Background: an optimization exercise with open tools, aiming at small area. Do not read the settings as production practice. Function was checked by simulation only, so behaviour that the tests miss may differ from the original. No driver is modelled on the clock port, so clocking that relies on it looks cheaper here than on a real chip. Power is estimated from default activity; no workload was simulated.

// wb_occf_sink_gen
module wb_occf_sink_gen
#(
  parameter int g_DATA_WIDTH = 128,
  parameter int g_ADDR_WIDTH = 4,
  parameter int g_FIFO_DEPTH = 8,
  parameter int g_STALL_MARGIN = 2,
  parameter int g_MAX_FRAME_WORDS = 1024,
  parameter int g_WITH_FIFO_INFERRED = 1
) (
  input  logic                                          clk_i,
  input  logic                                          rst_i,
  input  logic [g_DATA_WIDTH-1:0]                       snk_dat_i,
  input  logic [g_ADDR_WIDTH-1:0]                       snk_adr_i,
  input  logic [g_DATA_WIDTH/8-1:0]                     snk_sel_i,
  input  logic                                          snk_cyc_i,
  input  logic                                          snk_stb_i,
  input  logic                                          snk_we_i,
  output logic                                          snk_stall_o,
  output logic                                          snk_ack_o,
  output logic                                          snk_err_o,
  output logic                                          snk_rty_o,
  output logic [g_ADDR_WIDTH-1:0]                       addr_o,
  output logic [g_DATA_WIDTH-1:0]                       data_o,
  output logic [g_DATA_WIDTH/8-1:0]                     bytesel_o,
  output logic                                          dvalid_o,
  output logic                                          sof_o,
  output logic                                          eof_o,
  output logic                                          frame_err_o,
  output logic [occf_sink_pkg::f_count_width(g_MAX_FRAME_WORDS)-1:0]   frame_len_o,
  output logic [occf_sink_pkg::f_count_width(g_FIFO_DEPTH)-1:0]        fifo_level_o,
  input  logic                                          dreq_i
);
Size in the first run: about 2200 cells after synthesis, roughly 1400 flip-flops, ~330 I/O pins.
export LEC_CHECK = 0
export CAP_MARGIN = 20
export CORE_MARGIN = 2
export CORE_UTILIZATION = 60
export SLEW_MARGIN = 20
create_clock -name core_clock -period 5.0 [get_ports {clk_i}]
standard.sh (not shown) runs the stock make flow with config.mk's settings and CLKGATE_MAP_FILE= SYNTH_SCRIPT=/design/flow/synth_recipe.tcl, a recipe that flattens the netlist after the stock synthesis.
==> flow/flow/run.sh <==
#!/bin/bash
# The standard ORFS layout with three changes:
#  - synthesis maps logic with an area-oriented ABC script (registers are untouched),
#  - ports get the smallest buffer, sky130_fd_sc_hd__buf_1,
#  - the clock tree uses larger sink clusters of small buffers and no dummy loads.
# ORFS writes each step's full log under orfs/logs; make's output goes to standard.log.
set -o pipefail
bash standard.sh \
  "SYNTH_SCRIPT=$PWD/flow/synth.tcl" \
  "FLOW_ABC_SCRIPT=$PWD/flow/abc_area.script" \
  "BUFFER_PORTS_ARGS=-buffer_cell sky130_fd_sc_hd__buf_1" \
  "CTS_ARGS=-sink_clustering_enable -repair_clock_nets -dont_use_dummy_load -sink_clustering_size 25 -sink_clustering_max_diameter 80 -buf_list {sky130_fd_sc_hd__clkbuf_8 sky130_fd_sc_hd__clkbuf_16}" \
  finish > standard.log 2>&1
==> flow/flow/abc_area.script <==
&get -n
&st
&syn2
&dch
&nf -a -R 1000
&put
topo
==> flow/flow/synth.tcl <==
# The standard flow's synthesis script (synth_recipe.tcl) unchanged, except that ABC maps the logic with the
# area-oriented script flow/abc_area.script instead of ORFS's speed script.
proc synth {args} { yosys synth -nofsm -noshare {*}$args }
proc abc {args} {
  set i [lsearch -exact $args -script]
  if {$i >= 0} { lset args [expr {$i + 1}] $::env(FLOW_ABC_SCRIPT) }
  yosys abc {*}$args
}
source $::env(SCRIPTS_DIR)/synth.tcl
# left out here: clear keep_hierarchy, flatten, clean up, hide names made inside functions, write 1_2_yosys.v
The first run finished with timing, DRC and antenna clean.
==> next run, changes <==
--- a/flow/flow/run.sh
+++ b/flow/flow/run.sh
@@ -12 +12 @@
-  "CTS_ARGS=-sink_clustering_enable -repair_clock_nets -dont_use_dummy_load -sink_clustering_size 25 -sink_clustering_max_diameter 80 -buf_list {sky130_fd_sc_hd__clkbuf_8 sky130_fd_sc_hd__clkbuf_16}" \
+  "CTS_ARGS=-sink_clustering_enable -repair_clock_nets -dont_use_dummy_load -sink_clustering_size 30 -sink_clustering_max_diameter 90 -buf_list {sky130_fd_sc_hd__clkbuf_8 sky130_fd_sc_hd__clkbuf_16}" \
==> flow/flow/abc_area.script (replaced) <==
&get -n
&st
&syn2
&dch
&nf -a -R 2000 -C 32
&put
topo
--- a/flow/config.mk
+++ b/flow/config.mk
@@ -8 +8 @@
-export CAP_MARGIN = 20
+export CAP_MARGIN = 10
@@ -10,2 +10,3 @@
-export CORE_UTILIZATION = 60
-export SLEW_MARGIN = 20
+export CORE_UTILIZATION = 75
+export PLACE_DENSITY = 0.8
+export SLEW_MARGIN = 10
What happened:
- The changed run completed without violations
- count of clock-buffer cells in the layout falls by 9
- combinational power is about the same
- hold slack is worse by 0.0049 ns
- first-iteration DRC count goes up by 46%
- fmax grows by 1.1%
==> next run, changes <==
--- a/flow/flow/run.sh
+++ b/flow/flow/run.sh
@@ -2 +2 @@
-# The standard ORFS layout with three changes:
+# The standard ORFS layout with these changes:
@@ -5 +5,3 @@
-#  - the clock tree uses larger sink clusters of small buffers and no dummy loads.
+#  - the clock tree uses larger sink clusters and no dummy loads,
+#  - after CTS, oversized data buffers are sized down (flow/downsize.tcl),
+#  - after global routing, gates on paths with slack to spare are sized down (RECOVER_POWER).
@@ -12,0 +15,2 @@
+  "RECOVER_POWER=100" \
+  "POST_CTS_TCL=$PWD/flow/downsize.tcl" \
==> flow/flow/downsize.tcl (new file) <==
# POST_CTS hook: size down data buffers that placement repair made larger than their
# loads need. A smaller buffer is kept only if no pin's slew or capacitance comes closer than
# 30% to its limit (or than it was before) and setup slack stays above 0.5 ns.
set_propagated_clock [all_clocks]
estimate_parasitics -placement
set sizes {1 2 4 6 8 12 16}
proc ds_ratios {} {
  list [sta::max_slew_check_slack_limit] [sta::max_capacitance_check_slack_limit] [sta::worst_slack -max]
}
lassign [ds_ratios] s0 c0 w0
puts "downsize: before slew ratio $s0 cap ratio $c0 wns $w0"
set smin [expr {min($s0, 0.3)}]
set cmin [expr {min($c0, 0.3)}]
set changed 0
set saved 0.0
foreach inst [get_cells *] {
  set master [get_property $inst ref_name]
  if {![regexp {^sky130_fd_sc_hd__buf_(\d+)$} $master -> n]} continue
  if {$n <= 1} continue
  set name [get_property $inst full_name]
  if {[string match input* $name] || [string match output* $name]} continue
  set best $master
  foreach m $sizes {
    if {$m >= $n} break
    set cand sky130_fd_sc_hd__buf_$m
    replace_cell $inst $cand
    lassign [ds_ratios] s c w
    if {$s >= $smin && $c >= $cmin && $w >= 0.5} { set best $cand; break }
  }
  replace_cell $inst $best
  if {$best ne $master} {
    incr changed
    puts "downsize: $name $master -> $best"
  }
}
lassign [ds_ratios] s1 c1 w1
puts "downsize: $changed buffers; after slew ratio $s1 cap ratio $c1 wns $w1"
Effect:
- Now the flow ran to the end with violations: capacitance limit, slew limit
- hold slack gets better by 0.0067 ns
- cell area goes down by 1.1%
- count of clock-buffer cells in the layout does not change
- non-clock buffer count does not change
- global-route usage is about the same
- area after synthesis is unchanged
- worst setup slack gets worse by 0.99 ns
- fmax goes down by 23%
- total power hardly moves
- die area does not change
==> next run, changes <==
--- a/flow/flow/run.sh
+++ b/flow/flow/run.sh
@@ -6,2 +6 @@
-#  - after CTS, oversized data buffers are sized down (flow/downsize.tcl),
-#  - after global routing, gates on paths with slack to spare are sized down (RECOVER_POWER).
+#  - after CTS, oversized data buffers and gates are sized down (flow/downsize.tcl).
@@ -15 +13,0 @@
-  "RECOVER_POWER=100" \
--- a/flow/flow/downsize.tcl
+++ b/flow/flow/downsize.tcl
@@ -1 +1 @@
-# POST_CTS hook: size down data buffers that placement repair made larger than their
+# POST_CTS hook: size down data buffers and gates that repair made larger than their
@@ -18 +18 @@
-  if {![regexp {^sky130_fd_sc_hd__buf_(\d+)$} $master -> n]} continue
+  if {![regexp {^(sky130_fd_sc_hd__[a-z0-9]+)_(\d+)$} $master -> base n]} continue
@@ -19,0 +20 @@
+  if {[regexp {__(clk|df|edf|sdf|dl|conb|tap|fill|decap|diode)} $base]} continue
@@ -23 +24 @@
-  foreach m $sizes {
+  foreach m {0 1 2 4 6 8 12 16} {
@@ -25 +26,2 @@
-    set cand sky130_fd_sc_hd__buf_$m
+    set cand ${base}_$m
+    if {[get_lib_cells -quiet */$cand] eq ""} continue
The changed run went through all stages and came out clean.
Via count stays flat.
Total power hardly moves.
Cell area stays flat.
Clock skew is about the same.
Die area stays the same.
Global-route usage barely changes.

[separate check: timing with driven ports]
In the flow no input, the clock included, has a driving cell. The finished layouts below were timed again as built, in two steps.
Step 1: set_driving_cell puts a clkbuf_16 on clk_i and a buf_2 on each other input, an assumption about the parent block.
Step 2 moves the port delays by t, midway between the first and last clock arrival at a register: inputs arrive t later, outputs are due t later. That takes back most of the time a late clock gives input paths.
a / b / c = ideal ports / drivers / drivers and shift; a / b = the first two.
| run | t, ns | setup WS [ns] | worst setup path at the end | clock arrival spread, ns | slew at the worst register clock pin (ns) |
|---|---|---|---|---|---|
| the first run | 0.722 | 1.573 / 1.573 / 1.233 | input to register | 0.048 / 0.048 | 0.10 / 0.10 |
| the second run | 0.691 | 1.612 / 1.612 / 1.045 | input to register | 0.051 / 0.052 | 0.11 / 0.11 |
| the third run | 0.689 | 0.621 / 0.663 / -0.021 | input to register | 0.051 / 0.051 | 0.11 / 0.11 |
| the fourth run | 0.689 | 1.022 / 1.068 / 0.380 | input to register | 0.051 / 0.051 | 0.11 / 0.11 |
